Background: an optimization exercise with open tools, aiming at small area, a short achievable clock period and few clock cycles per item. Do not read the settings as production practice.
RTL that was checked went through simulation tests only; none was proved equivalent to the original.
Function not checked in run 1: the RTL went through the layout flow alone.

==> flow/design.v, too long to show whole: its modules and the start of the top module <==
// module idct_sum_e: 562 lines
// module idct_sum_o: 702 lines
// module idct_sum_y: 651 lines
// module idct_top: 330 lines
module idct_top (
	input  logic       Clock,
	input  logic       Resetn,
	input  logic       start_i,
	input  idct_pkg::sram_addr_t block_addr_i,
	input  idct_pkg::sram_addr_t out_addr_i,
	output logic       ready_o,
	output logic       done_o,
	output idct_pkg::sram_addr_t sram_addr_o,
	output idct_pkg::sram_data_t sram_wdata_o,
	output logic       sram_we_n_o,
	input  idct_pkg::sram_data_t sram_rdata_i
);
  // ...
==> flow/run.sh <==
#!/bin/bash
# synth_recipe.tcl (not shown) runs the flow's synth.tcl, then flattens the netlist and writes it again
# the make line also repeats each setting of config.mk as NAME=value (left out here)
make -C /OpenROAD-flow-scripts/flow DESIGN_CONFIG=/design/flow/config.mk WORK_HOME=/design/flow/orfs CLKGATE_MAP_FILE= SYNTH_SCRIPT=/design/flow/synth_recipe.tcl finish
==> flow/config.mk <==
export PLATFORM = sky130hd
export DESIGN_NAME = idct_top
export DESIGN_NICKNAME = idct_top
export VERILOG_FILES = /design/flow/design.v
export SDC_FILE = /design/flow/constraint.sdc
export NUM_CORES = 4
export LEC_CHECK = 0
export CAP_MARGIN = 10
export CELL_PAD_IN_SITES_DETAIL_PLACEMENT = 0
export CELL_PAD_IN_SITES_GLOBAL_PLACEMENT = 1
export CORE_MARGIN = 2
export CORE_UTILIZATION = 60
export CTS_CLUSTER_DIAMETER = 80
export CTS_CLUSTER_SIZE = 28
export PLACE_DENSITY = 0.8
export SETUP_SLACK_MARGIN = 3.8
export SLEW_MARGIN = 10
export TNS_END_PERCENT = 5
==> flow/constraint.sdc <==
create_clock -name core_clock -period 7.0 [get_ports {Clock}]
set_input_delay 1.4000 -clock core_clock [delete_from_list [all_inputs] [get_ports {Clock}]]
set_output_delay 1.4000 -clock core_clock [all_outputs]
set_load 0.01 [all_outputs]
==> flow_summary.ini, run 1 <==
[run_status]
status = complete, no violations

[detailed_routing]
ant_nets = 0
routed_wl_um = 204000
top_layer = met4
wl_met3_um = 16000
vias = 46500
met1_length_um = 96900

[finish]
nonClkBufAreaFrac_pct = 2.24
multi_input_gates = 3147
fillerInstances = 10300

[sta]
finalSetupViolCount = 0
worst_pin_slew_ns = 1.23
fin_hold_ws_ns = 0.315
tns_ns = 0

[synth]
synth_top_area_share_pct = 45.1
synth-xor-area-share_pct = 1.90
ys_seq_elements = 2300
synthesis.area_um2 = 83300
synth_common_cells = dfxtp_1, inv_1, fa_1

[critical_path]
cp-endpoint = s1_u[20]$_DFF_P_
crit_start = i_q[0]$_DFF_PN0_

[worst_hold_path]
whs_endpoint = rg[5][8]$_DFF_P_
min_path_cells = 0

[clocking]
clockBufferDepth = 3
numCtsBuffers = 103

[global_route]
grt_max_degree = 89
==> module idct_top, before the edit <==
module idct_top (
	input  logic       Clock,
	input  logic       Resetn,
	input  logic       start_i,
	input  idct_pkg::sram_addr_t block_addr_i,
	input  idct_pkg::sram_addr_t out_addr_i,
	output logic       ready_o,
	output logic       done_o,
	output idct_pkg::sram_addr_t sram_addr_o,
	output idct_pkg::sram_data_t sram_wdata_o,
	output logic       sram_we_n_o,
	input  idct_pkg::sram_data_t sram_rdata_i
);
	logic        nxt_v, cur_v, ready_q;
	logic [17:0] nxt_src, nxt_dst, cur_dst, wr_dst, rd_addr;
	logic [2:0]  rd_k, rd_row;
	logic [1:0]  cnt;           
	logic        rv1, rv2;      
	logic        take;
	logic        rd_issue;
	logic        rd_last;
	logic        cur_free;
	logic [127:0] sh, hold;
	logic [2:0]  ac;
	logic        sh_full, hold_v, hold_rel, xfer;
	logic [2:0]  ph;
	logic        p1_run, p2_pend, p2_run;
	logic [2:0]  p1_row, p2w;
	logic        wr_load;
	assign ready_o = ready_q;
	assign take = start_i & ready_q;
	logic        u_p1, u_p2;
	logic [1:0]  u_i;
	logic [2:0]  u_j;
	logic [175:0] rg [8];
	logic [21:0] x [8];
	assign u_p1 = p1_run;
	assign u_p2 = p2_run;
	logic [1:0]  i_q;
	assign u_i  = i_q;
	assign u_j  = ph;
	always_comb begin
		for (int k = 0; k < 8; k++) begin
			if (p1_run)
				x[k] = {{6{hold[16*k+15]}}, hold[16*k +: 16]};
			else
				x[k] = rg[0][22*k +: 22];
		end
	end
	logic [22:0] u_n, u_r;
	logic [16:0] u_h;
	logic        u_sub;
	logic [22:0] ur_p, ur_q;
	logic [8:0]  ur_lo, ur_m0, ur_m1;
	logic [6:0]  ur_h0, ur_h1;
	logic        ur_c16;
	logic [16:0] uh_p, uh_q;
	logic [8:0]  uh_lo, uh_m0, uh_m1;
	assign u_sub = ~(u_i == 2'd0 || u_i == 2'd3);
	assign ur_p = {rg[0][21], rg[0][21:0]};
	assign ur_q = {rg[0][4*22+21], rg[0][4*22 +: 22]} ^ {23{u_sub}};
	assign ur_lo = {1'b0, ur_p[7:0]} + {1'b0, ur_q[7:0]} + {8'd0, u_sub};
	assign ur_m0 = {1'b0, ur_p[15:8]} + {1'b0, ur_q[15:8]};
	assign ur_m1 = {1'b0, ur_p[15:8]} + {1'b0, ur_q[15:8]} + 9'd1;
	assign ur_h0 = ur_p[22:16] + ur_q[22:16];
	assign ur_h1 = ur_p[22:16] + ur_q[22:16] + 7'd1;
	assign ur_c16 = ur_lo[8] ? ur_m1[8] : ur_m0[8];
	assign u_r = {ur_c16 ? ur_h1 : ur_h0, ur_lo[8] ? ur_m1[7:0] : ur_m0[7:0], ur_lo[7:0]};
	assign uh_p = {hold[15], hold[15:0]};
	assign uh_q = {hold[4*16+15], hold[4*16 +: 16]} ^ {17{u_sub}};
	assign uh_lo = {1'b0, uh_p[7:0]} + {1'b0, uh_q[7:0]} + {8'd0, u_sub};
	assign uh_m0 = {1'b0, uh_p[15:8]} + {1'b0, uh_q[15:8]};
	assign uh_m1 = {1'b0, uh_p[15:8]} + {1'b0, uh_q[15:8]} + 9'd1;
	assign u_h = {uh_lo[8] ? {uh_p[16] ^ uh_q[16] ^ uh_m1[8], uh_m1[7:0]} : {uh_p[16] ^ uh_q[16] ^ uh_m0[8], uh_m0[7:0]}, uh_lo[7:0]};
	assign u_n = p1_run ? {{6{u_h[16]}}, u_h} : u_r;
	logic [21:0] a_n, b_n, c_n, d_n, f_n, g_n;
	always_comb begin
		case (u_i)
			2'd0: begin a_n =  x[1]; b_n = x[3]; c_n =  x[5]; d_n =  x[7]; f_n =  x[2]; g_n =  x[6]; end
			2'd1: begin a_n = ~x[5]; b_n = x[1]; c_n = ~x[7]; d_n = ~x[3]; f_n = ~x[6]; g_n =  x[2]; end
			2'd2: begin a_n = ~x[3]; b_n = x[7]; c_n =  x[1]; d_n =  x[5]; f_n =  x[6]; g_n = ~x[2]; end
			default: begin a_n = ~x[7]; b_n = x[5]; c_n = ~x[3]; d_n = x[1]; f_n = ~x[2]; g_n = ~x[6]; end
		endcase
	end
	logic        s1_p1, s1_p2;
	logic [1:0]  s1_i;
	logic [2:0]  s1_j, s1_row;
	logic [22:0] s1_u;
	logic [21:0] s1_a, s1_b, s1_c, s1_d, s1_f, s1_g;
	always_ff @(posedge Clock) begin
		s1_i <= u_i;
		s1_j <= u_j;
		s1_row <= p1_row;
		s1_u <= u_n;
		s1_a <= a_n;
		s1_b <= b_n;
		s1_c <= c_n;
		s1_d <= d_n;
		s1_f <= f_n;
		s1_g <= g_n;
	end
	logic [31:0] es_n, ec_n, o0_n, o1_n, o2_n;
	idct_sum_e sum_e (.i(s1_i), .u(s1_u), .f(s1_f), .g(s1_g), .s(es_n), .c(ec_n));
	idct_sum_o sum_o (.i(s1_i), .a(s1_a), .b(s1_b), .c(s1_c), .d(s1_d), .s0(o0_n), .s1(o1_n), .s2(o2_n));
	logic        s2_p1, s2_p2;
	logic [1:0]  s2_i;
	logic [2:0]  s2_j, s2_row;
	logic [31:0] s2_es, s2_ec, s2_o0, s2_o1, s2_o2;
	always_ff @(posedge Clock) begin
		s2_i <= s1_i;
		s2_j <= s1_j;
		s2_row <= s1_row;
		s2_es <= es_n;
		s2_ec <= ec_n;
		s2_o0 <= o0_n;
		s2_o1 <= o1_n;
		s2_o2 <= o2_n;
	end
	logic [23:0] ls_n, lc_n, hs_n, hc_n;
	logic        lk_n, hk_n;
	idct_sum_y sum_y (.es(s2_es), .ec(s2_ec), .o0(s2_o0), .o1(s2_o1), .o2(s2_o2),
	                  .lo_s(ls_n), .lo_c(lc_n), .lo_k(lk_n), .hi_s(hs_n), .hi_c(hc_n), .hi_k(hk_n));
	logic        s3_p1, s3_p2;
	logic [1:0]  s3_i;
	logic [2:0]  s3_j, s3_row;
	logic [23:0] s3_ls, s3_lc, s3_hs, s3_hc;
	logic        s3_lk, s3_hk;
	logic [24:0] ylo_w, yhi_w;
	logic [23:0] s3_lo, s3_hi;
	always_ff @(posedge Clock) begin
		s3_i <= s2_i;
		s3_j <= s2_j;
		s3_row <= s2_row;
		s3_ls <= ls_n;
		s3_lc <= lc_n;
		s3_lk <= lk_n;
		s3_hs <= hs_n;
		s3_hc <= hc_n;
		s3_hk <= hk_n;
	end
	assign ylo_w = {s3_ls, 1'b1} + {s3_lc, s3_lk};
	assign yhi_w = {s3_hs, 1'b1} + {s3_hc, s3_hk};
	assign s3_lo = ylo_w[24:1];
	assign s3_hi = yhi_w[24:1];
	always_ff @(posedge Clock or negedge Resetn) begin
		if (!Resetn) begin
			s1_p1 <= 1'b0; s1_p2 <= 1'b0;
			s2_p1 <= 1'b0; s2_p2 <= 1'b0;
			s3_p1 <= 1'b0; s3_p2 <= 1'b0;
		end else begin
			s1_p1 <= u_p1; s1_p2 <= u_p2;
			s2_p1 <= s1_p1; s2_p2 <= s1_p2;
			s3_p1 <= s2_p1; s3_p2 <= s2_p2;
		end
	end
	always_ff @(posedge Clock) begin
		for (int q = 0; q < 7; q++)
			if (q != 3)
				rg[q] <= rg[q+1];
		for (int r = 0; r < 8; r++) begin
			rg[7][22*r +: 22] <= (s3_p1 && s3_row == r) ? s3_lo[21:0] : rg[0][22*r +: 22];
			rg[3][22*r +: 22] <= (s3_p1 && s3_row == r) ? s3_hi[21:0] : rg[4][22*r +: 22];
		end
	end
	logic [7:0]  px_top, px_bot;
	logic [7:0]  st_top, st_bot;
	logic [15:0] pend_word, word_top;
	logic [2:0]  pend_r;
	logic [1:0]  pend_w;
	logic        pend_v, pend_last;
	logic        wr_now_top;
	logic [2:0]  wr_r;
	logic [1:0]  wr_w, s3_w;
	logic [15:0] wr_word;
	logic        wr_last;
	logic        d1;
	assign px_top = s3_lo[23] ? 8'd0 : (|s3_lo[22:16]) ? 8'd255 : s3_lo[15:8];
	assign px_bot = s3_hi[23] ? 8'd0 : (|s3_hi[22:16]) ? 8'd255 : s3_hi[15:8];
	assign wr_now_top = s3_p2 & s3_j[0];
	assign s3_w = {s3_j[2], s3_j[1] ^ s3_j[2]};
	assign word_top = s3_j[2] ? {px_top, st_top} : {st_top, px_top};
	assign wr_load = wr_now_top | pend_v;
	assign wr_r = wr_now_top ? {1'b0, s3_i} : pend_r;
	assign wr_w = wr_now_top ? s3_w : pend_w;
	assign wr_word = wr_now_top ? word_top : pend_word;
	assign wr_last = ~wr_now_top & pend_last;
	always_ff @(posedge Clock) begin
		if (s3_p2 && !s3_j[0]) begin
			st_top <= px_top;
			st_bot <= px_bot;
		end
		if (wr_now_top) begin
			pend_word <= s3_j[2] ? {px_bot, st_bot} : {st_bot, px_bot};
			pend_r <= 3'd7 - {1'b0, s3_i};
			pend_w <= s3_w;
		end
	end
	assign rd_issue = cur_v & ~wr_load & ((rd_k != 3'd0) | (cnt != 2'd2));
	assign rd_last = rd_issue & (rd_k == 3'd7) & (rd_row == 3'd7);
	assign cur_free = ~cur_v | rd_last;
	assign hold_rel = p1_run & (ph == 3'd0);
	assign xfer = sh_full & (~hold_v | hold_rel);
	logic        hold_v_n, p2_pend_n, p1_run_n, p2_run_n;
	logic [2:0]  p2w_n;
	always_comb begin
		p1_run_n = p1_run;
		if (ph == 3'd0)
			p1_run_n = 1'b0;
		if (ph == 3'd4)
			p1_run_n = hold_v_n & ~p2_pend_n & ~p2_run;
		p2_run_n = p2_run;
		p2w_n = p2w;
		if (ph == 3'd3) begin
			if (p2_run) begin
				p2w_n = p2w + 3'd1;
				if (p2w == 3'd3) begin
					p2_run_n = 1'b0;
					p2w_n = '0;
				end
			end else if (p2_pend) begin
				p2_run_n = 1'b1;
			end
		end
	end
	assign hold_v_n = xfer | (hold_v & ~hold_rel);
	assign p2_pend_n = p2_pend | (hold_rel & (p1_row == 3'd7));
	logic [17:0] wr_addr;
	logic [10:0] wr_off;
	always_comb begin
		case (wr_r)
			3'd0: wr_off = 11'd0;
			3'd1: wr_off = 11'd160;
			3'd2: wr_off = 11'd320;
			3'd3: wr_off = 11'd480;
			3'd4: wr_off = 11'd640;
			3'd5: wr_off = 11'd800;
			3'd6: wr_off = 11'd960;
			default: wr_off = 11'd1120;
		endcase
	end
	assign wr_addr = wr_dst + {7'd0, wr_off[10:2], wr_w};
	always_ff @(posedge Clock) begin
		if (take) begin
			nxt_src <= block_addr_i;
			nxt_dst <= out_addr_i;
		end
		if (cur_free && nxt_v) begin
			rd_addr <= nxt_src;
			cur_dst <= nxt_dst;
		end else if (rd_issue) begin
			rd_addr <= rd_addr + ((rd_k == 3'd7) ? 18'd313 : 18'd1);
		end
		if (rd_last)
			wr_dst <= cur_dst;
		if (rv2)
			sh <= {sram_rdata_i, sh[127:16]};
		if (xfer)
			hold <= sh;
		sram_addr_o <= wr_load ? wr_addr : rd_addr;
		sram_wdata_o <= wr_word;
	end
	always_ff @(posedge Clock or negedge Resetn) begin
		if (!Resetn) begin
			nxt_v <= 1'b0;
			cur_v <= 1'b0;
			ready_q <= 1'b0;
			rd_k <= '0;
			rd_row <= '0;
			cnt <= '0;
			rv1 <= 1'b0;
			rv2 <= 1'b0;
			ac <= '0;
			sh_full <= 1'b0;
			hold_v <= 1'b0;
			ph <= '0;
			p1_run <= 1'b0;
			p1_row <= '0;
			p2_pend <= 1'b0;
			p2_run <= 1'b0;
			p2w <= '0;
			i_q <= '0;
			pend_v <= 1'b0;
			pend_last <= 1'b0;
			sram_we_n_o <= 1'b1;
			d1 <= 1'b0;
			done_o <= 1'b0;
		end else begin
			ph <= ph + 3'd1;
			if (take)
				nxt_v <= 1'b1;
			else if (cur_free)
				nxt_v <= 1'b0;
			if (cur_free)
				cur_v <= nxt_v;
			ready_q <= ~(take | (nxt_v & ~cur_free));
			if (rd_issue) begin
				rd_k <= rd_k + 3'd1;
				if (rd_k == 3'd7)
					rd_row <= rd_row + 3'd1;
			end
			cnt <= cnt + {1'b0, rd_issue & (rd_k == 3'd0)} - {1'b0, hold_rel};
			rv1 <= rd_issue;
			rv2 <= rv1;
			if (rv2)
				ac <= ac + 3'd1;
			if (rv2 && ac == 3'd7)
				sh_full <= 1'b1;
			else if (xfer)
				sh_full <= 1'b0;
			hold_v <= hold_v_n;
			p2_pend <= p2_pend_n & ~((ph == 3'd3) & ~p2_run);
			if (hold_rel)
				p1_row <= p1_row + 3'd1;
			p1_run <= p1_run_n;
			p2_run <= p2_run_n;
			p2w <= p2w_n;
			i_q <= p1_run_n ? ph[1:0] : p2w_n[1:0];
			if (wr_now_top) begin
				pend_v <= 1'b1;
				pend_last <= (s3_i == 2'd3) && (s3_j == 3'd3);
			end else begin
				pend_v <= 1'b0;
				pend_last <= 1'b0;
			end
			sram_we_n_o <= ~wr_load;
			d1 <= wr_load & wr_last;
			done_o <= d1;
		end
	end
endmodule
==> inputs of run 2 (changes only) <==
--- a/flow/design.v
+++ b/flow/design.v
@@ -1975,32 +1975,9 @@
 		end
 	end
-	logic [22:0] u_n, u_r;
-	logic [16:0] u_h;
-	logic        u_sub;
-	logic [22:0] ur_p, ur_q;
-	logic [8:0]  ur_lo, ur_m0, ur_m1;
-	logic [6:0]  ur_h0, ur_h1;
-	logic        ur_c16;
-	logic [16:0] uh_p, uh_q;
-	logic [8:0]  uh_lo, uh_m0, uh_m1;
-	assign u_sub = ~(u_i == 2'd0 || u_i == 2'd3);
-	assign ur_p = {rg[0][21], rg[0][21:0]};
-	assign ur_q = {rg[0][4*22+21], rg[0][4*22 +: 22]} ^ {23{u_sub}};
-	assign ur_lo = {1'b0, ur_p[7:0]} + {1'b0, ur_q[7:0]} + {8'd0, u_sub};
-	assign ur_m0 = {1'b0, ur_p[15:8]} + {1'b0, ur_q[15:8]};
-	assign ur_m1 = {1'b0, ur_p[15:8]} + {1'b0, ur_q[15:8]} + 9'd1;
-	assign ur_h0 = ur_p[22:16] + ur_q[22:16];
-	assign ur_h1 = ur_p[22:16] + ur_q[22:16] + 7'd1;
-	assign ur_c16 = ur_lo[8] ? ur_m1[8] : ur_m0[8];
-	assign u_r = {ur_c16 ? ur_h1 : ur_h0, ur_lo[8] ? ur_m1[7:0] : ur_m0[7:0], ur_lo[7:0]};
-	assign uh_p = {hold[15], hold[15:0]};
-	assign uh_q = {hold[4*16+15], hold[4*16 +: 16]} ^ {17{u_sub}};
-	assign uh_lo = {1'b0, uh_p[7:0]} + {1'b0, uh_q[7:0]} + {8'd0, u_sub};
-	assign uh_m0 = {1'b0, uh_p[15:8]} + {1'b0, uh_q[15:8]};
-	assign uh_m1 = {1'b0, uh_p[15:8]} + {1'b0, uh_q[15:8]} + 9'd1;
-	assign u_h = {uh_lo[8] ? {uh_p[16] ^ uh_q[16] ^ uh_m1[8], uh_m1[7:0]} : {uh_p[16] ^ uh_q[16] ^ uh_m0[8], uh_m0[7:0]}, uh_lo[7:0]};
-	assign u_n = p1_run ? {{6{u_h[16]}}, u_h} : u_r;
+	logic [22:0] u_n;
 	logic [21:0] a_n, b_n, c_n, d_n, f_n, g_n;
 	always_comb begin
+		u_n = (u_i == 2'd0 || u_i == 2'd3) ? ({x[0][21], x[0]} + {x[4][21], x[4]})
+		                                   : ({x[0][21], x[0]} - {x[4][21], x[4]});
 		case (u_i)
 			2'd0: begin a_n =  x[1]; b_n = x[3]; c_n =  x[5]; d_n =  x[7]; f_n =  x[2]; g_n =  x[6]; end
==> flow/config.mk (replaced) <==
export PLATFORM = sky130hd
export DESIGN_NAME = idct_top
export DESIGN_NICKNAME = idct_top
export VERILOG_FILES = /design/flow/design.v
export SDC_FILE = /design/flow/constraint.sdc
export NUM_CORES = 4
export LEC_CHECK = 0
export CAP_MARGIN = 20
export CELL_PAD_IN_SITES_DETAIL_PLACEMENT = 1
export CELL_PAD_IN_SITES_GLOBAL_PLACEMENT = 2
export CORE_MARGIN = 2
export CORE_UTILIZATION = 50
export CTS_CLUSTER_DIAMETER = 60
export CTS_CLUSTER_SIZE = 20
export PLACE_DENSITY = 0.7
export SETUP_SLACK_MARGIN = 3.9
export SLEW_MARGIN = 20
==> run 2 against run 1 <==
  * Count of clock-buffer cells in the layout increased by 61
  * Register-to-register slack worse by 0.03 ns
  * Still clean
  * Sequential share of layout area down 3.0 points
  * Critical endpoint is now s1_u[21]$_DFF_P_
  * Non-clock buffer count up 150
  * Area after synthesis increased by 0.15%
  * Synthesized cell count grew 0.80%
  * Worst setup slack worse by 0.028 ns
==> flow_summary.ini, run 2 <==
[run_status]
status = complete, no violations

[clocking]
clock-sinks = 2300
cts_tree = built
root_buffer = clkbuf_16
clkTransAtPathRegs_ns = 0.08
clockBufferDepth = 3
htree_levels = 4
clkLatencyLatePin_ns = 0.83
numCtsBuffers = 160

[finish]
largest_reg_flops = 1408
final_nets = 7785
multi_input_area_um2 = 31500
reg_top3 = rg x1408, hold x128, sh x128
regArea_um2 = 50500
drive_gt1_share_pct = 16.9
layout_common_cells = dfxtp_1, inv_1, fa_1
regMostFlops = rg
final_common_cell = dfxtp_1
fin_area_um2 = 96900
syn_to_final_growth_pct = 16.2
fillerInstances = 15900

[detailed_routing]
ant_nets = 0
first_pass_iters = 6
viasPerCell = 5.28
drc = 0
wl_per_cell_um = 26.0
vias = 48500
drtIter0Drc = 3871
routed_wl_um = 239000

[synth]
synth-xor-area-share_pct = 1.43
syn_inst = 6546
synthFlopType = dfxtp_1
synthArstFlopShare_pct = 1.87
synth_mux_area_share_pct = 1.86
ys_seq_elements = 2300
synth-compound-area-share_pct = 7.81
yosysMostFrequentCell = dfxtp_1
synthTopCellsByArea = dfxtp_1, fa_1, edfxtp_1
synth_top_area_share_pct = 45.1
syn_nets = 7468
yosys.area.top_type = dfxtp_1
synth_edf_count = 380
synth.avg_cell_area_um2 = 12.7
synthesis.area_um2 = 83400
yosysUniqueCellTypes = 91
synth_fa_ha_area_share_pct = 19.0
ys_seq_area_share_pct = 60.0
synth_simple_gate_area_share_pct = 4.97
synth_common_cells = dfxtp_1, inv_1, fa_1
synth_top_family_by_area = adder cells
yosys_warnings = 3

[sta]
fin_hold_ws_ns = 0.312
rsz0062_at_grt = true
drv_slew = 0
period_share_pct = 56.6
fmax_ghz = 0.253
tns_ns = 0
worst_pin_slew_ns = 1.24
finalSetupViolCount = 0
period_needed_ns = 3.96
hold_viol_final = 0
clock_skew_ns = 0.0358
maxSlewHeadroom_pct = 17.5

[critical_path]
r2r.worst_path.cells = 17
crit_buf_inv = 1
crit_required_ns = 7.75
reg2reg_slack_ns = 3.04
reg2reg_to = s1_u[21]$_DFF_P_
cp_cell_sequence = buf_12 > nor3_2 > o21ai_4 > o21bai_4 > nand2_1 > xor2_1 > ha_1 > a21o_1 > a21o_1 > a21o_1 > a221oi_4 > o21ai_2 > a41o_1 > o41a_1 > a21o_1 > a21oi_2 > xnor2_1
startpoint_type = flop
critPathCaptureType = flop
crit_slowest_cell = dfrtp_4
critical_path_arrival_ns = 4.71
r2r_start = p1_run$_DFF_PN0_
cp_common_cell = a21o_1
critPathKind = reg -> reg
cp_max_fo = 9
slowest_delay_ns = 0.59
crit_family = compound AO/OA/AOI/OAI gates

[worst_hold_path]
whs_endpoint = rg[1][13]$_DFF_P_
min_path_cells = 0
min_path_type = reg -> reg
min_from = rg[2][13]$_DFF_P_

[global_route]
grt_max_degree = 77
grtUsageTotal_pct = 28.3
antenna_found_initial = 25
grt_pass1_vias = 50900
top_usage_layer = met2
grt_pass1_wl_um = 345000
grtUsageMet3_pct = 4.47
met2_usage_pct = 43.5
grt-ovfl-total = 0
use_met1_pct = 41.7

[placement]
port_buffers = 91
place_hpwl_um = 174000
gp_congestion = 0.921
placed_cell_area_um2 = 87200

[floorplanning]
start_util_pct = 50.4
die_x_um = 412
io_pins = 92
fp.dieH_um = 412
design.die.area_um2 = 170000
core_area_um2 = 165000
rows = 149

[run]
cap_violations = 0
[run 2: cell families (layout without fill, tap and decap cells)]
logic type	after synthesis	in the layout
multiplexers	146	146
flip-flops	2300	2300
adder cells (fa/ha/maj)	867	867
buffers and inverters	1071	1497
other	0	5
AO/OA/AOI/OAI	1078	1078
AND/OR/NAND/NOR	950	954
XOR/XNOR	134	134
[run 2: how the worst max path moves through the flow]
stage	startpoint	end	slack [ns]	cells after the start
4_1_cts	p1_run$_DFF_PN0_	s1_u[21]$_DFF_P_	3.04	17
6_report	p1_run$_DFF_PN0_	s1_u[21]$_DFF_P_	3.04	17
3_5_place_dp	p1_run$_DFF_PN0_	s1_u[22]$_DFF_P_	1.93	17
3_3_place_gp	p1_run$_DFF_PN0_	s1_u[21]$_DFF_P_	1.99	16
2_1_floorplan	p1_run$_DFF_PN0_	s1_u[21]$_DFF_P_	2.67	23
5_1_grt	p1_run$_DFF_PN0_	s1_u[21]$_DFF_P_	2.84	17
[run 2: cell type report]
class	count	area share, %
Clock buffer	211	4.47
Multi-Input combinational cell	3179	32.5
Sequential cell	2300	52.1
Timing Repair Buffer	371	3.92
Clock inverter	64	0.735
Antenna cell	5	0.0129
Inverter	851	3.40
Tap cell	2189	2.83
[run 2: metrics by stage]
stage / setup slack, ns / instances / util (%)
2_1_floorplan: 2.67 / 6546 / -
3_3_place_gp: 1.99 / 8654 / 52.7
3_5_place_dp: 1.93 / 8655 / 52.7
4_1_cts: 3.04 / 9094 / 57.7
5_1_grt: 2.84 / 9166 / 58.6
6_report: 3.04 / 9170 / 58.6
[run 2: repair_timing]
item	in CTS	in global routing
pin swaps	281	188
resized for setup	535	219
setup endpoints to repair	540	303
hold buffers	0	0
setup buffers	152	68
gates cloned	12	1
[run 2: metal layers]
layer  up-vias  part of all wire, %
li1      21800                    -
met1     25100                   47
met2      1180                   45
met3       358                  5.4
met4         4                  3.0
met5         -               0.0096
Testbench counts of run 2, summed over its fixed seeds: cycles 37,064, items 384.
==> inputs of run 3 (changes only) <==
--- a/flow/design.v
+++ b/flow/design.v
@@ -1976,8 +1976,22 @@
 	end
 	logic [22:0] u_n;
+	logic        u_sub;
+	logic [22:0] u_p, u_q;
+	logic [8:0]  u_lo;
+	logic [8:0]  u_m0, u_m1;
+	logic [6:0]  u_h0, u_h1;
+	logic        u_c16;
+	assign u_sub = ~(u_i == 2'd0 || u_i == 2'd3);
+	assign u_p = {x[0][21], x[0]};
+	assign u_q = {x[4][21], x[4]} ^ {23{u_sub}};
+	assign u_lo = {1'b0, u_p[7:0]} + {1'b0, u_q[7:0]} + {8'd0, u_sub};
+	assign u_m0 = {1'b0, u_p[15:8]} + {1'b0, u_q[15:8]};
+	assign u_m1 = {1'b0, u_p[15:8]} + {1'b0, u_q[15:8]} + 9'd1;
+	assign u_h0 = u_p[22:16] + u_q[22:16];
+	assign u_h1 = u_p[22:16] + u_q[22:16] + 7'd1;
+	assign u_c16 = u_lo[8] ? u_m1[8] : u_m0[8];
+	assign u_n = {u_c16 ? u_h1 : u_h0, u_lo[8] ? u_m1[7:0] : u_m0[7:0], u_lo[7:0]};
 	logic [21:0] a_n, b_n, c_n, d_n, f_n, g_n;
 	always_comb begin
-		u_n = (u_i == 2'd0 || u_i == 2'd3) ? ({x[0][21], x[0]} + {x[4][21], x[4]})
-		                                   : ({x[0][21], x[0]} - {x[4][21], x[4]});
 		case (u_i)
 			2'd0: begin a_n =  x[1]; b_n = x[3]; c_n =  x[5]; d_n =  x[7]; f_n =  x[2]; g_n =  x[6]; end
==> run 3 against run 2 <==
  * Synthesized cell count shrank 1.2%
  * Global-route usage shrank 1.5 points
  * Non-clock buffer count shrank 9
  * Flip-flop and latch count is the same
  * Sequential share of layout area grew 0.56 points
  * Critical path type unchanged
  * Clock skew grew 0.00075 ns
  * Via count shrank 2.2%
==> flow_summary.ini, run 3 <==
[critical_path]
critPathCaptureType = flop
r2r.worst_path.cells = 14
crit_start = i_q[0]$_DFF_PN0_
startpoint_type = flop
r2r_start = i_q[0]$_DFF_PN0_
cp_max_fo = 7
reg2reg_slack_ns = 3.42
critical_path_arrival_ns = 4.27
crit_required_ns = 7.70
critPathKind = reg -> reg
cp-endpoint = s1_u[17]$_DFF_P_
reg2reg_to = s1_u[17]$_DFF_P_

[global_route]
grt-ovfl-total = 0
grt_pass1_vias = 50500
grt_pass1_wl_um = 332000
antenna_found_initial = 15
grt_max_degree = 79
grtUsageTotal_pct = 26.8

[synth]
synth.avg_cell_area_um2 = 12.9
synthesis.area_um2 = 83200
synth_top_area_share_pct = 45.2
ys_seq_elements = 2300
synth_edf_count = 380
synth_simple_gate_area_share_pct = 4.49
synthArstFlopShare_pct = 1.87
yosysUniqueCellTypes = 100
synth-compound-area-share_pct = 7.82
synthTopCellsByArea = dfxtp_1, fa_1, edfxtp_1
synth_top_family_by_area = adder cells
ys_seq_area_share_pct = 60.2
syn_nets = 7394
yosysMostFrequentCell = dfxtp_1
synth_mux_area_share_pct = 2.01
synth_fa_ha_area_share_pct = 19.1
synth_common_cells = dfxtp_1, inv_1, fa_1
yosys.area.top_type = dfxtp_1
synthFlopType = dfxtp_1
syn_inst = 6470
synth-xor-area-share_pct = 1.54
yosys_warnings = 3

[run_status]
status = complete, no violations

[detailed_routing]
routed_wl_um = 224000
vias = 47400
drc = 0
wl_per_cell_um = 24.6
drtIter0Drc = 3290
first_pass_iters = 7
viasPerCell = 5.21
ant_nets = 0

[sta]
drv_slew = 0
maxSlewHeadroom_pct = 22.6
tns_ns = 0
finalSetupViolCount = 0
clock_skew_ns = 0.0366
period_share_pct = 51.1
hold_viol_final = 0
worst_pin_slew_ns = 1.16
period_needed_ns = 3.58
fmax_ghz = 0.280
rsz0062_at_grt = true

[clocking]
cts_tree = built
ctsHoldBuffers = 0
clock-sinks = 2300
numCtsBuffers = 160
clockBufferDepth = 3
htree_levels = 4
root_buffer = clkbuf_16
clkTransAtPathRegs_ns = 0.08
clkLatencyLatePin_ns = 0.82

[finish]
final_common_cell = dfxtp_1
drive_gt1_share_pct = 15.7
multi_input_area_um2 = 30600
syn_to_final_growth_pct = 15.2
regArea_um2 = 50500
layout_common_cells = dfxtp_1, inv_1, fa_1
fillerInstances = 16000
largest_reg_flops = 1408
reg_top3 = rg x1408, hold x128, sh x128
final_nets = 7711
regMostFlops = rg
instances_no_fill = 9091

[placement]
port_buffers = 91
place_hpwl_um = 163000
gp_congestion = 0.911
post-place-cells = 8591

[floorplanning]
design.die.area_um2 = 170000
io_pins = 92
rows = 149
start_util_pct = 50.4
core_area_um2 = 165000
die_x_um = 412
fp.dieH_um = 412

[run]
cap_violations = 0

[worst_hold_path]
min_path_type = reg -> reg
run 3: cell count changes in the layout (fill, tap and decap cells not counted), sizes merged, moves of 12 or more:
cell / delta
a21oi: -22
nor3: -30
xnor2: +18
a22o: -12
a31oi: +13
nand2: +16
nor2: -17
o22ai: +12
nor2b: -21
o21ai: -12
run 3: logic make-up after synthesis:
logic type / Yosys count
multiplexers: 157
adder cells (fa/ha/maj): 869
flip-flops: 2300
AO/OA/AOI/OAI: 1067
AND/OR/NAND/NOR: 883
XOR/XNOR: 144
buffers and inverters: 1050
run 3: final cells by class:
class | instances | share of cell area, %
Sequential cell | 2300 | 52.7
Multi-Input combinational cell | 3122 | 32.0
Clock buffer | 199 | 4.49
Timing Repair Buffer | 362 | 3.59
Inverter | 841 | 3.40
Tap cell | 2189 | 2.86
Clock inverter | 71 | 0.982
Antenna cell | 7 | 0.0183
run 3: worst min path at each step:
stage	start	end	slack, ns	cells past startpoint
after floorplan	rg[1][0]$_DFF_P_	rg[0][0]$_DFF_P_	0.31	0
after global placement	rg[2][124]$_DFF_P_	rg[1][124]$_DFF_P_	0.31	0
after detailed placement	rg[2][166]$_DFF_P_	rg[1][166]$_DFF_P_	0.31	0
after CTS	rg[3][39]$_DFF_P_	rg[2][39]$_DFF_P_	0.30	0
after global routing	rg[6][127]$_DFF_P_	rg[5][127]$_DFF_P_	0.31	0
final	rg[3][39]$_DFF_P_	rg[2][39]$_DFF_P_	0.31	0
run 3: routing by layer:
metal  up-vias  routed length (um)  global-route usage (%)
met5         -                   7                       0
met4         2                4980                    5.97
met3       284               10800                    4.32
met2       944               98200                    40.2
met1     24500              110000                    40.8
li1      21600                   -                       -
run 3: timing repair:
item | in CTS | in global routing
setup buffers | 141 | 73
cloned | 6 | 3
setup endpoints to repair | 374 | 218
gates resized for setup | 453 | 168
pin swaps | 220 | 149
run 3: metrics by stage:
stage | cell area, um^2 | hold WS [ns] | utilization [%] | setup WS [ns]
finish | 95800 | 0.312 | 58.1 | 3.42
global route | 95800 | 0.309 | 58.1 | 3.28
CTS | 94600 | 0.304 | 57.3 | 3.49
detailed placement | 86800 | 0.313 | 52.6 | 2.80
global placement | 86700 | 0.309 | 52.6 | 2.88
floorplan | 83400 | 0.310 | - | 3.31
run 3: worst max-delay path, stage by stage (launching register included):
cell	delay, ns
dfrtp_2	0.37
inv_1	0.10
ha_4	0.39
mux2i_1	0.12
mux2i_2	0.25
fa_2	0.29
a21oi_2	0.07
o211ai_1	0.31
o41ai_2	0.13
buf_4	0.17
nand3b_1	0.18
or3_4	0.44
nor2_4	0.16
xnor2_2	0.15
mux2_4	0.31
Testbench counts of run 3, summed over its fixed seeds: cycles 37,064, items 384.
==> inputs of run 4 (changes only) <==
--- a/flow/config.mk
+++ b/flow/config.mk
@@ -14,4 +14,5 @@
 export CTS_CLUSTER_SIZE = 20
 export PLACE_DENSITY = 0.7
-export SETUP_SLACK_MARGIN = 3.9
+export SETUP_SLACK_MARGIN = 3.7
 export SLEW_MARGIN = 20
+export TNS_END_PERCENT = 5
==> run 4 against run 3 <==
  * Non-clock buffer count shrank 172
  * Synthesized cell count is the same
  * Utilization shrank 1.6 points
  * Clock skew grew 0.012 ns
  * Fmax grew 1.4%
  * Worst hold slack lost 0.0080 ns
  * Final cell count shrank 1.9%
  * Via count shrank 1.9%
  * Flip-flop and latch count is the same
  * Area after synthesis is the same
==> flow_summary.ini, run 4 <==
[run_status]
status = complete, no violations

[critical_path]
crit_start = p1_run$_DFF_PN0_
crit_required_ns = 7.69
r2r_start = p1_run$_DFF_PN0_
critPathKind = reg -> reg
critical_path_arrival_ns = 4.22
critPathCaptureType = flop
startpoint_type = flop
cp_max_fo = 5

[worst_hold_path]
min_from = rg[5][105]$_DFF_P_
min_path_type = reg -> reg

[finish]
largest_reg_flops = 1408
drive_gt1_share_pct = 9.13
regMostFlops = rg
final_common_cell = dfxtp_1
reg_top3 = rg x1408, hold x128, sh x128
final_nets = 7540
syn_to_final_growth_pct = 12.0
layout_common_cells = dfxtp_1, inv_1, fa_1

[sta]
finalSetupViolCount = 0
rsz0062_at_grt = true
drv_slew = 0
hold_viol_final = 0
tns_ns = 0
worst_pin_slew_ns = 1.13
setup_ws_ns = 3.47
period_share_pct = 50.4
maxSlewHeadroom_pct = 24.4
fmax_ghz = 0.284
period_needed_ns = 3.53
clock_skew_ns = 0.0486
fin_hold_ws_ns = 0.304

[detailed_routing]
routed_wl_um = 216000
vias = 46500
drc = 0
viasPerCell = 5.21
drtIter0Drc = 3774
ant_nets = 0
wl_per_cell_um = 24.3
first_pass_iters = 6

[global_route]
grt_pass1_wl_um = 323000
antenna_found_initial = 25
grt_max_degree = 89
grt_pass1_vias = 49500
grt-ovfl-total = 0
grtUsageTotal_pct = 25.9

[placement]
dp_slack_ns = 2.66
gp_congestion = 0.904
port_buffers = 91
place_hpwl_um = 161000

[synth]
synth.avg_cell_area_um2 = 12.9
synth_edf_count = 380
syn_inst = 6470
yosys_warnings = 3
ys_seq_elements = 2300
yosys.area.top_type = dfxtp_1
ys_seq_area_share_pct = 60.2
synth_common_cells = dfxtp_1, inv_1, fa_1
synthFlopType = dfxtp_1
yosysUniqueCellTypes = 100
syn_nets = 7394
synthTopCellsByArea = dfxtp_1, fa_1, edfxtp_1
synth_top_area_share_pct = 45.2
yosysMostFrequentCell = dfxtp_1
synthesis.area_um2 = 83200
synthArstFlopShare_pct = 1.87

[floorplanning]
die_x_um = 412
rows = 149
design.die.area_um2 = 170000
io_pins = 92
start_util_pct = 50.4
fp.dieH_um = 412
core_area_um2 = 165000

[clocking]
clockBufferDepth = 3
root_buffer = clkbuf_16
cts_tree = built
clkLatencyLatePin_ns = 0.83
htree_levels = 4
clock-sinks = 2300
numCtsBuffers = 163
clkTransAtPathRegs_ns = 0.08

[run]
cap_violations = 0
[run 4: changes by cell type in the layout (fill, tap and decap cells not counted), moves of 37 or more]
cell and delta:
fa_2 -66, dfxtp_1 +91, buf_4 -135, inv_1 +86, clkdlybuf4s50_1 +37, inv_2 -60, dfxtp_4 -83, fa_1 +66
dlygate4sd2_1 -37
[run 4: cell type report]
type,count,area [um^2]
fillers,16200,71900
flip-flops and latches,2300,50100
multi-input cells,3120,29800
clock buffers,205,4400
inverters,841,3180
well taps,2189,2740
repair buffers,190,1920
clock inverters,71,943
diodes,6,15.0
[run 4: worst max-delay path, stage by stage, from the launching register on]
cell      delay, ns
dfrtp_4        0.55
buf_12         0.16
buf_6          0.12
mux2_4         0.30
ha_4           0.16
fa_2           0.34
a21o_1         0.17
a21oi_2        0.17
buf_4          0.14
xnor2_2        0.12
nand2_1        0.10
or3_4          0.44
nor3_4         0.24
and4bb_2       0.27
xor2_1         0.13
[run 4: final timing paths]
check | to | cells past startpoint | slack, ns
worst max-delay path | s1_u[20]$_DFF_P_ | 14 | 3.47
worst min-delay path | rg[4][105]$_DFF_P_ | 0 | 0.30
worst max register to register | s1_u[20]$_DFF_P_ | 14 | 3.47
worst min register to register | rg[4][105]$_DFF_P_ | 0 | 0.30
max in group asynchronous | p1_run$_DFF_PN0_ | 2 | 5.76
min in group asynchronous | done_o$_DFF_PN0_ | 2 | 0.69
[run 4: through the flow]
stage	cells	instance area (um^2)	utilization (%)
6_report	8922	93100	56.4
2_1_floorplan	6470	83300	-
5_1_grt	8917	93100	56.4
4_1_cts	8898	92600	56.1
3_3_place_gp	8594	86700	52.5
3_5_place_dp	8594	86700	52.5
[run 4: cells by family (layout without fill, tap and decap cells)]
logic type / after synthesis / count (layout) / share of synthesized area, %
AND/OR/NAND/NOR: 883 / 883 / 4.49
other: 0 / 6 / 0
XOR/XNOR: 144 / 144 / 1.54
flip-flops: 2300 / 2300 / 60.2
AO/OA/AOI/OAI: 1067 / 1067 / 7.82
adder cells (fa/ha/maj): 869 / 869 / 19.1
multiplexers: 157 / 157 / 2.01
buffers and inverters: 1050 / 1307 / 4.79
[run 4: what timing repair did]
item,CTS,global route
gates resized for setup,114,58
hold endpoints to repair,0,0
pin swaps,19,22
setup endpoints to repair,289,314
setup buffers,28,13
gates cloned,0,4
hold buffers,0,0
[run 4: routing by layer]
metal / vias up / routed length, um / global-route usage [%] / share of wire, %
li1: 21200 / - / - / -
met1: 24000 / 107000 / 39.9 / 50
met2: 973 / 93900 / 38.7 / 43
met3: 263 / 10600 / 3.82 / 4.9
met4: 0 / 4420 / 5.79 / 2.0
met5: - / 0 / 0 / 0
==> inputs of run 5 (changes only) <==
--- a/flow/design.v
+++ b/flow/design.v
@@ -1982,7 +1982,11 @@
 	logic [6:0]  u_h0, u_h1;
 	logic        u_c16;
-	assign u_sub = ~(u_i == 2'd0 || u_i == 2'd3);
-	assign u_p = {x[0][21], x[0]};
-	assign u_q = {x[4][21], x[4]} ^ {23{u_sub}};
+	logic        u_sub_q, p1u_q;
+	logic [21:0] ux0, ux4;
+	assign u_sub = u_sub_q;
+	assign ux0 = p1u_q ? {{6{hold[15]}}, hold[15:0]} : rg[0][21:0];
+	assign ux4 = p1u_q ? {{6{hold[4*16+15]}}, hold[4*16 +: 16]} : rg[0][4*22 +: 22];
+	assign u_p = {ux0[21], ux0};
+	assign u_q = {ux4[21], ux4} ^ {23{u_sub}};
 	assign u_lo = {1'b0, u_p[7:0]} + {1'b0, u_q[7:0]} + {8'd0, u_sub};
 	assign u_m0 = {1'b0, u_p[15:8]} + {1'b0, u_q[15:8]};
@@ -2198,4 +2202,6 @@
 			p2w <= '0;
 			i_q <= '0;
+			u_sub_q <= 1'b0;
+			p1u_q <= 1'b0;
 			pend_v <= 1'b0;
 			pend_last <= 1'b0;
@@ -2234,4 +2240,9 @@
 			p2w <= p2w_n;
 			i_q <= p1_run_n ? ph[1:0] : p2w_n[1:0];
+			u_sub_q <= p1_run_n ? (ph[1] ^ ph[0]) : (p2w_n[1] ^ p2w_n[0]);
+			if (ph == 3'd0)
+				p1u_q <= 1'b0;
+			if (ph == 3'd4)
+				p1u_q <= hold_v_n & ~p2_pend_n & ~p2_run;
 			if (wr_now_top) begin
 				pend_v <= 1'b1;
==> flow/config.mk (replaced) <==
export PLATFORM = sky130hd
export DESIGN_NAME = idct_top
export DESIGN_NICKNAME = idct_top
export VERILOG_FILES = /design/flow/design.v
export SDC_FILE = /design/flow/constraint.sdc
export NUM_CORES = 4
export LEC_CHECK = 0
export CAP_MARGIN = 10
export CELL_PAD_IN_SITES_DETAIL_PLACEMENT = 0
export CELL_PAD_IN_SITES_GLOBAL_PLACEMENT = 1
export CORE_MARGIN = 2
export CORE_UTILIZATION = 70
export CTS_CLUSTER_DIAMETER = 70
export CTS_CLUSTER_SIZE = 24
export PLACE_DENSITY = 0.85
export SETUP_SLACK_MARGIN = 3.7
export SLEW_MARGIN = 10
export TNS_END_PERCENT = 5
==> run 5 against run 4 <==
  * Still clean on timing, DRC and antenna
  * Register-to-register slack better by 0.06 ns
  * Worst hold slack better by 0.015 ns
  * Via count is 0.59% higher
  * Count of clock-buffer cells in the layout is 30 lower
  * First-iteration DRC count is 24% higher
  * Worst setup slack better by 0.061 ns
  * Sequential share of layout area is 1.4 points higher
  * Cell area is 2.2% lower
  * Highest routed layer is now met5
==> flow_summary.ini, run 5 <==
[global_route]
grtUsageTotal_pct = 32.9
grt-ovfl-total = 0
grt_pass1_wl_um = 293000
antenna_found_initial = 22
grt_max_degree = 93
grt_pass1_vias = 47400

[sta]
worst_pin_slew_ns = 1.20
finalSetupViolCount = 0
clock_skew_ns = 0.0463
period_needed_ns = 3.46
fmax_ghz = 0.289
drv_slew = 0
rsz0062_at_grt = true
maxSlewHeadroom_pct = 20.3
tns_ns = 0
hold_viol_final = 0
period_share_pct = 49.5

[detailed_routing]
viasPerCell = 5.67
ant_nets = 0
vias = 46700
routed_wl_um = 198000
drtIter0Drc = 4680
wl_per_cell_um = 24.0
drc = 0
first_pass_iters = 8

[finish]
regMostFlops = rg
syn_to_final_growth_pct = 9.16
layout_common_cells = dfxtp_1, inv_1, fa_1
reg_top3 = rg x1408, hold x128, sh x128
largest_reg_flops = 1408
final_common_cell = dfxtp_1
finish.utilization_pct = 77.1
drive_gt1_share_pct = 9.15
final_nets = 7528

[floorplanning]
fp.dieH_um = 349
design.die.area_um2 = 122000
rows = 126
die_x_um = 349
start_util_pct = 70.6
io_pins = 92
core_area_um2 = 118000

[critical_path]
critPathKind = reg -> reg
slowest_delay_ns = 0.73
crit_family = compound AO/OA/AOI/OAI gates
critical_path_arrival_ns = 4.04
critPathCaptureType = flop
startpoint_type = flop
crit_start = s3_ls[0]$_DFF_P_
r2r_start = s3_ls[0]$_DFF_P_
crit_slowest_cell = xor2_1
cp_max_fo = 8
crit_required_ns = 7.57
crit_buf_inv = 1
cp_cell_sequence = ha_1 > a211oi_1 > o211a_1 > nor2_1 > a221o_2 > a21oi_1 > xor2_1 > buf_4 > o21ai_0

[synth]
yosysUniqueCellTypes = 85
synthesis.area_um2 = 83400
synthTopCellsByArea = dfxtp_1, fa_1, edfxtp_1
yosys_warnings = 3
synthFlopType = dfxtp_1
syn_inst = 6498
ys_seq_elements = 2302
synth_top_area_share_pct = 45.0
yosysMostFrequentCell = dfxtp_1
synthArstFlopShare_pct = 1.95
synth.avg_cell_area_um2 = 12.8
syn_nets = 7418
ys_seq_area_share_pct = 60.1
yosys.area.top_type = dfxtp_1
synth_common_cells = dfxtp_1, inv_1, fa_1
synth_edf_count = 380

[clocking]
clkTransAtPathRegs_ns = 0.09
numCtsBuffers = 120
cts_tree = built
htree_levels = 3
clock-sinks = 2302
clkLatencyLatePin_ns = 0.79
root_buffer = clkbuf_16
ctsHoldBuffers = 0
clockBufferDepth = 3

[worst_hold_path]
min_path_type = reg -> reg
min_from = rg[1][63]$_DFF_P_

[placement]
place_hpwl_um = 144000
port_buffers = 91
gp_congestion = 0.956

[run_status]
status = complete, no violations

[run]
cap_violations = 0
-- run 5: cell types whose count changed in the layout (fill, tap and decap cells not counted), moves of 24 or more --
cell       previous run  this run
a222oi_1             32         0
a31oi_1              36        12
clkbuf_16           171       122
mux4_2                0        37
dfxtp_4               7        33
a21oi_1             246       273
nor2_1              190       262
dfxtp_1            1836      1788
o22ai_1              37         0
-- run 5: worst paths after layout --
check	depth (start not counted)	to	slack, ns
setup / recovery	9	rg[7][98]$_DFF_P_	3.54
hold / removal	0	rg[0][63]$_DFF_P_	0.32
setup reg to reg	9	rg[7][98]$_DFF_P_	3.54
hold reg to reg	0	rg[0][63]$_DFF_P_	0.32
max in group asynchronous	2	sram_we_n_o$_DFF_PN1_	5.91
min in group asynchronous	1	rd_row[2]$_DFFE_PN0P_	0.52
-- run 5: kinds of logic after synthesis --
kind of cell	count (synthesis)	synth area share, %
xor+xnor	150	1.57
compound gates	989	6.80
flops	2302	60.1
fa+ha+maj	865	19.0
mux	184	2.87
buf+inv	1051	4.78
simple gates	957	4.88
-- run 5: metal layers --
| metal | GRT usage, % | routed length [um] | up-vias |
|---|---|---|---|
| met5 | 0 | 34 | - |
| met4 | 10.1 | 7090 | 4 |
| met3 | 7.05 | 18300 | 342 |
| met2 | 49.7 | 87600 | 1794 |
| met1 | 48.5 | 84900 | 23500 |
| li1 | - | - | 21100 |
-- run 5: cell type report --
class                      instances  area (um^2)
fill                            7229        27000
tap                             1536         1920
antenna                            7         17.5
sequential                      2302        50300
inverter                         836         3180
clock inverter                    42          638
timing repair buffer             203         1910
clock buffer                     175         3250
multi-input combinational       3145        29800
-- run 5: metrics by stage --
stage                     cells  worst slack [ns]  hold slack (ns)  cell area, um^2
after floorplan            6498              2.96            0.310            83400
after global placement     7963              2.88            0.310            85900
after detailed placement   7963              2.87            0.312            85900
after CTS                  8194              3.37            0.316            90100
after global routing       8239              3.57            0.326            91000
final                      8246              3.54            0.319            91100
-- run 5: repair_timing --
item,in CTS,in global routing
buffers inserted,14,41
pin swaps,9,34
endpoints found under the setup margin,334,318
cloned,0,3
gates resized for setup,32,216
Testbench counts of run 5, summed over its fixed seeds: cycles 37,064, items 384.
==> inputs of run 6 (changes only) <==
--- a/flow/config.mk
+++ b/flow/config.mk
@@ -10,8 +10,8 @@
 export CELL_PAD_IN_SITES_GLOBAL_PLACEMENT = 1
 export CORE_MARGIN = 2
-export CORE_UTILIZATION = 70
+export CORE_UTILIZATION = 60
 export CTS_CLUSTER_DIAMETER = 70
 export CTS_CLUSTER_SIZE = 24
-export PLACE_DENSITY = 0.85
+export PLACE_DENSITY = 0.8
 export SETUP_SLACK_MARGIN = 3.7
 export SLEW_MARGIN = 10
==> run 6 against run 5 <==
  * Still clean
  * Register-to-register slack gained 0.05 ns
  * Count of clock-buffer cells in the layout grew 8
  * Worst hold slack lost 0.0072 ns
  * Non-clock buffer count shrank 12
  * Worst setup slack gained 0.046 ns
  * Synthesized cell count is the same
  * Cell area grew 0.64%
  * Flip-flop and latch count is the same
  * Area after synthesis is the same
  * Largest cell class unchanged
==> flow_summary.ini, run 6 <==
[detailed_routing]
drtIter0Drc = 3637
wl_per_cell_um = 24.0
first_pass_iters = 5
vias = 45600
viasPerCell = 5.36
ant_nets = 0
drc = 0
routed_wl_um = 204000

[synth]
synth_edf_count = 380
ys_seq_area_share_pct = 60.1
yosys.area.top_type = dfxtp_1
yosysMostFrequentCell = dfxtp_1
yosys_warnings = 3
yosysUniqueCellTypes = 85
synthFlopType = dfxtp_1
synth_common_cells = dfxtp_1, inv_1, fa_1
synthArstFlopShare_pct = 1.95
syn_nets = 7418
syn_inst = 6498
ys_seq_elements = 2302
synth.avg_cell_area_um2 = 12.8
synthesis.area_um2 = 83400
synthTopCellsByArea = dfxtp_1, fa_1, edfxtp_1
synth_top_area_share_pct = 45.0

[global_route]
grt_max_degree = 100
grt-ovfl-total = 0
grt_pass1_vias = 45300
antenna_found_initial = 26
grtUsageTotal_pct = 29.4
grt_pass1_wl_um = 299000

[finish]
final_common_cell = dfxtp_1
regMostFlops = rg
layout_common_cells = dfxtp_1, inv_1, fa_1
syn_to_final_growth_pct = 9.86
drive_gt1_share_pct = 8.77
largest_reg_flops = 1408
finish.utilization_pct = 66.6
reg_top3 = rg x1408, hold x128, sh x128
final_nets = 7527

[clocking]
root_buffer = clkbuf_16
htree_levels = 4
clock-sinks = 2302
cts_tree = built
clockBufferDepth = 3
clkTransAtPathRegs_ns = 0.09
numCtsBuffers = 130
clkLatencyLatePin_ns = 0.79

[run_status]
status = complete, no violations

[critical_path]
cp_common_cell = fa_1
startpoint_type = flop
critPathCaptureType = flop
cp_cell_sequence = fa_1 > fa_1 > inv_1 > fa_1 > fa_1 > inv_1 > fa_1
slowest_delay_ns = 0.63
crit_buf_inv = 2
crit_slowest_cell = dfxtp_1
crit_family = adder cells
cp_max_fo = 5
critical_path_arrival_ns = 4.14
critPathKind = reg -> reg
crit_required_ns = 7.72

[sta]
tns_ns = 0
finalSetupViolCount = 0
fmax_ghz = 0.293
drv_slew = 0
maxSlewHeadroom_pct = 16.3
period_needed_ns = 3.42
clock_skew_ns = 0.0386
worst_pin_slew_ns = 1.25
hold_viol_final = 0
period_share_pct = 48.8
rsz0062_at_grt = true

[floorplanning]
design.die.area_um2 = 142000
io_pins = 92
fp.dieH_um = 377
die_x_um = 377
start_util_pct = 60.6
core_area_um2 = 138000
rows = 136

[placement]
port_buffers = 91
place_hpwl_um = 155000
gp_congestion = 0.985

[worst_hold_path]
min_path_type = reg -> reg

[run]
cap_violations = 0
run 6: changes by cell type in the layout (fill, tap and decap cells not counted), sizes merged:
cell,before,now
diode,7,3
clkinv,17,21
clkbuf,178,185
nand2,499,500
inv,847,857
buf,110,99
clkinvlp,12,5
run 6: logic make-up after synthesis:
family,share of synthesized area (%)
adder cells (fa/ha/maj),19.0
multiplexers,2.87
flip-flops,60.1
buffers and inverters,4.78
XOR/XNOR,1.57
AND/OR/NAND/NOR,4.88
AO/OA/AOI/OAI,6.80
run 6: cell type report:
type,count,area (um^2)
diodes,3,7.51
clock buffers,183,3550
clock inverters,49,749
fillers,10200,46000
inverters,836,3160
multi-input cells,3146,29900
flip-flops and latches,2302,50300
well taps,1794,2240
repair buffers,191,1790
run 6: timing repair:
item                                    4_1_cts  5_1_grt
gates cloned                                  0        4
endpoints found under the setup margin      256      200
hold buffers                                  0        0
setup buffers                                20       15
resized for setup                           129       65
pin swaps                                    25       29
run 6: routing by layer:
metal  GRT usage, %  part of all wire, %  wire length (um)
met3           6.54                  8.0             16400
met5              0                0.019                38
met4           8.59                  3.0              6200
met1           43.9                   46             93200
met2           43.2                   43             88200
run 6: per-stage QoR:
step                instances  worst slack [ns]  hold slack [ns]  area (um^2)
global route             8501              3.49            0.316        91600
global placement         8229              2.35            0.310        86400
floorplan                6498              2.96            0.310        83400
detailed placement       8230              2.34            0.312        86400
finish                   8504              3.58            0.312        91700
CTS                      8482              3.59            0.312        91200
run 6: worst paths after layout:
check | from | to | slack (ns) | cells past startpoint
worst max register to register | s1_u[4]$_DFF_P_ | s2_es[11]$_DFF_P_ | 3.58 | 7
worst max-delay path | s1_u[4]$_DFF_P_ | s2_es[11]$_DFF_P_ | 3.58 | 7
max in group asynchronous | Resetn | p1u_q$_DFFE_PN0P_ | 5.76 | 2
worst min register to register | rg[1][4]$_DFF_P_ | rg[0][4]$_DFF_P_ | 0.31 | 0
worst min-delay path | rg[1][4]$_DFF_P_ | rg[0][4]$_DFF_P_ | 0.31 | 0
min in group asynchronous | Resetn | cur_v$_DFFE_PN0P_ | 0.71 | 2
==> inputs of run 7 (changes only) <==
--- a/flow/config.mk
+++ b/flow/config.mk
@@ -14,5 +14,5 @@
 export CTS_CLUSTER_SIZE = 24
 export PLACE_DENSITY = 0.8
-export SETUP_SLACK_MARGIN = 3.7
+export SETUP_SLACK_MARGIN = 4.0
 export SLEW_MARGIN = 10
 export TNS_END_PERCENT = 5
==> run 7 against run 6 <==
  * Non-clock buffer count up 29
  * Clock skew barely moved
  * Routed wire length is 0.60% higher
  * Final cell count up 0.36%
  * Worst hold slack lost 0.0036 ns
  * Global-route usage is essentially flat
  * Die area is the same
  * Critical path type unchanged
  * Highest routed layer unchanged
==> flow_summary.ini, run 7 <==
[floorplanning]
io_pins = 92
rows = 136
die_x_um = 377
core_area_um2 = 138000
start_util_pct = 60.6
fp.dieH_um = 377
design.die.area_um2 = 142000

[global_route]
grt_pass1_vias = 45300
antenna_found_initial = 26
grtUsageTotal_pct = 29.4
grt_max_degree = 100
grt-ovfl-total = 0
grt_pass1_wl_um = 299000

[clocking]
cts_tree = built
htree_levels = 4
numCtsBuffers = 130
clkTransAtPathRegs_ns = 0.09
clkLatencyLatePin_ns = 0.79
root_buffer = clkbuf_16
clock-sinks = 2302
clockBufferDepth = 3

[sta]
worst_pin_slew_ns = 1.22
period_needed_ns = 3.43
tns_ns = 0
period_share_pct = 49.0
drv_slew = 0
finalSetupViolCount = 0
rsz0062_at_grt = true
maxSlewHeadroom_pct = 18.2
fmax_ghz = 0.292
clock_skew_ns = 0.0381
hold_viol_final = 0

[critical_path]
cp.depth = 7
crit_buf_inv = 2
startpoint_type = flop
critPathKind = reg -> reg
cp_common_cell = fa_1
r2r.worst_path.cells = 7
crit_required_ns = 7.68
reg2reg_slack_ns = 3.57
crit_family = adder cells
slowest_delay_ns = 0.69
cp_cell_sequence = fa_1 > fa_1 > inv_1 > fa_1 > fa_1 > inv_1 > fa_1
critical_path_arrival_ns = 4.11
critPathCaptureType = flop
crit_slowest_cell = fa_1
cp_max_fo = 4

[detailed_routing]
drc = 0
routed_wl_um = 205000
wl_met3_um = 15400
ant_nets = 0
vias = 45600
first_pass_iters = 5
drtIter0Drc = 3601
top_layer = met5
viasPerCell = 5.35
wl_per_cell_um = 24.1
met1_length_um = 94700
route.met2.wl_um = 89000

[run]
cap_violations = 0

[synth]
synth.avg_cell_area_um2 = 12.8
synthArstFlopShare_pct = 1.95
yosys.area.top_type = dfxtp_1
yosys_warnings = 3
synthTopCellsByArea = dfxtp_1, fa_1, edfxtp_1
synth_top_area_share_pct = 45.0
syn_nets = 7418
syn_inst = 6498
yosysMostFrequentCell = dfxtp_1
ys_seq_area_share_pct = 60.1
synthFlopType = dfxtp_1
synth_common_cells = dfxtp_1, inv_1, fa_1
yosysUniqueCellTypes = 85
ys_seq_elements = 2302
synthesis.area_um2 = 83400
synth_edf_count = 380

[finish]
drive_gt1_share_pct = 9.95
largest_reg_flops = 1408
syn_to_final_growth_pct = 10.6
final_common_cell = dfxtp_1
final_nets = 7556
fillerInstances = 10100
layout_common_cells = dfxtp_1, inv_1, fa_1
reg_top3 = rg x1408, hold x128, sh x128
instances_no_fill = 8535
regMostFlops = rg

[run_status]
status = complete, no violations

[worst_hold_path]
min_path_cells = 0
min_path_type = reg -> reg

[placement]
post-place-cells = 8230
gp_congestion = 0.985
port_buffers = 91
place_hpwl_um = 155000

[power]
run 7: cell type report:
class / count / area, um^2 / share of cell area, %
clock inverters: 49 / 749 / 0.812
clock buffers: 183 / 3550 / 3.84
multi-input cells: 3146 / 30200 / 32.7
diodes: 5 / 12.5 / 0.0136
flip-flops and latches: 2302 / 50300 / 54.5
well taps: 1794 / 2240 / 2.43
inverters: 836 / 3170 / 3.43
repair buffers: 220 / 2080 / 2.25
run 7: worst register-to-register path, delay by kind of cell (launching register included):
| family | cells | cell delay, ns |
|---|---|---|
| fa+ha+maj | 5 | 2.66 |
| buf+inv | 2 | 0.11 |
| flops | 1 | 0.58 |
run 7: per-layer routing:
metal  up-vias  GRT usage [%]
met5         -              0
met4         6           8.59
met3       276           6.45
met2      1291           43.2
met1     22900           44.0
li1      21200              -
run 7: worst paths after layout:
path / from / endpoint
setup / recovery: s1_f[16]$_DFF_P_ / s2_es[22]$_DFF_P_
hold reg to reg: rg[1][4]$_DFF_P_ / rg[0][4]$_DFF_P_
setup reg to reg: s1_f[16]$_DFF_P_ / s2_es[22]$_DFF_P_
hold / removal: rg[1][4]$_DFF_P_ / rg[0][4]$_DFF_P_
min in group asynchronous: Resetn / ac[0]$_DFFE_PN0P_
max in group asynchronous: Resetn / p1u_q$_DFFE_PN0P_
run 7: cells by family (layout without fill, tap and decap cells):
kind of cell,after synthesis,after routing,share of synthesized area (%)
flops,2302,2302,60.1
buf+inv,1051,1288,4.78
compound gates,989,989,6.80
simple gates,957,958,4.88
fa+ha+maj,865,865,19.0
mux,184,184,2.87
xor+xnor,150,150,1.57
other cells,0,5,0
run 7: what timing repair did:
item,4_1_cts,5_1_grt
cloned,0,5
buffers inserted,21,42
endpoints found under the setup margin,392,409
pin swaps,27,61
hold buffers,0,0
gates resized for setup,140,140
run 7: stage by stage:
| step | cell area [um^2] | utilization [%] | hold slack (ns) | worst slack [ns] |
|---|---|---|---|---|
| detailed placement | 86400 | 62.8 | 0.312 | 2.34 |
| CTS | 91300 | 66.3 | 0.312 | 3.59 |
| floorplan | 83400 | - | 0.310 | 2.96 |
| finish | 92300 | 67.0 | 0.309 | 3.57 |
| global route | 92300 | 67.0 | 0.316 | 3.49 |
| global placement | 86400 | 62.7 | 0.310 | 2.35 |

==> re-timing with driven ports <==
How much do the figures lean on ideal ports? The routed layouts below were timed once more, with nothing changed but the port constraints. Step 1 sets driving cells, clkbuf_16 on the clock port and buf_2 on the other inputs (assumed; they add their load-dependent delay and slew). Step 2 moves the port delays by t, midway between the first and last clock arrival at a register: inputs arrive t later, outputs are due t later. That takes back most of the time a late clock gives input paths. a / b / c = ideal ports / drivers / drivers and shift; a / b = the first two.
run	t (ns)	setup slack, ns	latest minus earliest clock arrival (ns)	worst slew at a driven data input, ns	cell pins on the clock port's net
run 1	0.829	3.070 / 3.070 / 3.070	0.069 / 0.069	0.11	1
run 2	0.899	3.041 / 3.041 / 3.041	0.037 / 0.037	0.14	1
run 3	0.890	3.424 / 3.424 / 3.424	0.044 / 0.044	0.12	1
run 4	0.903	3.475 / 3.475 / 3.475	0.061 / 0.061	0.08	1
run 5	0.843	3.536 / 3.536 / 3.536	0.048 / 0.049	0.12	1
run 6	0.851	3.582 / 3.582 / 3.582	0.041 / 0.041	0.06	1
run 7	0.850	3.571 / 3.571 / 3.571	0.042 / 0.042	0.06	1
After both steps setup and hold are still met in every run listed.
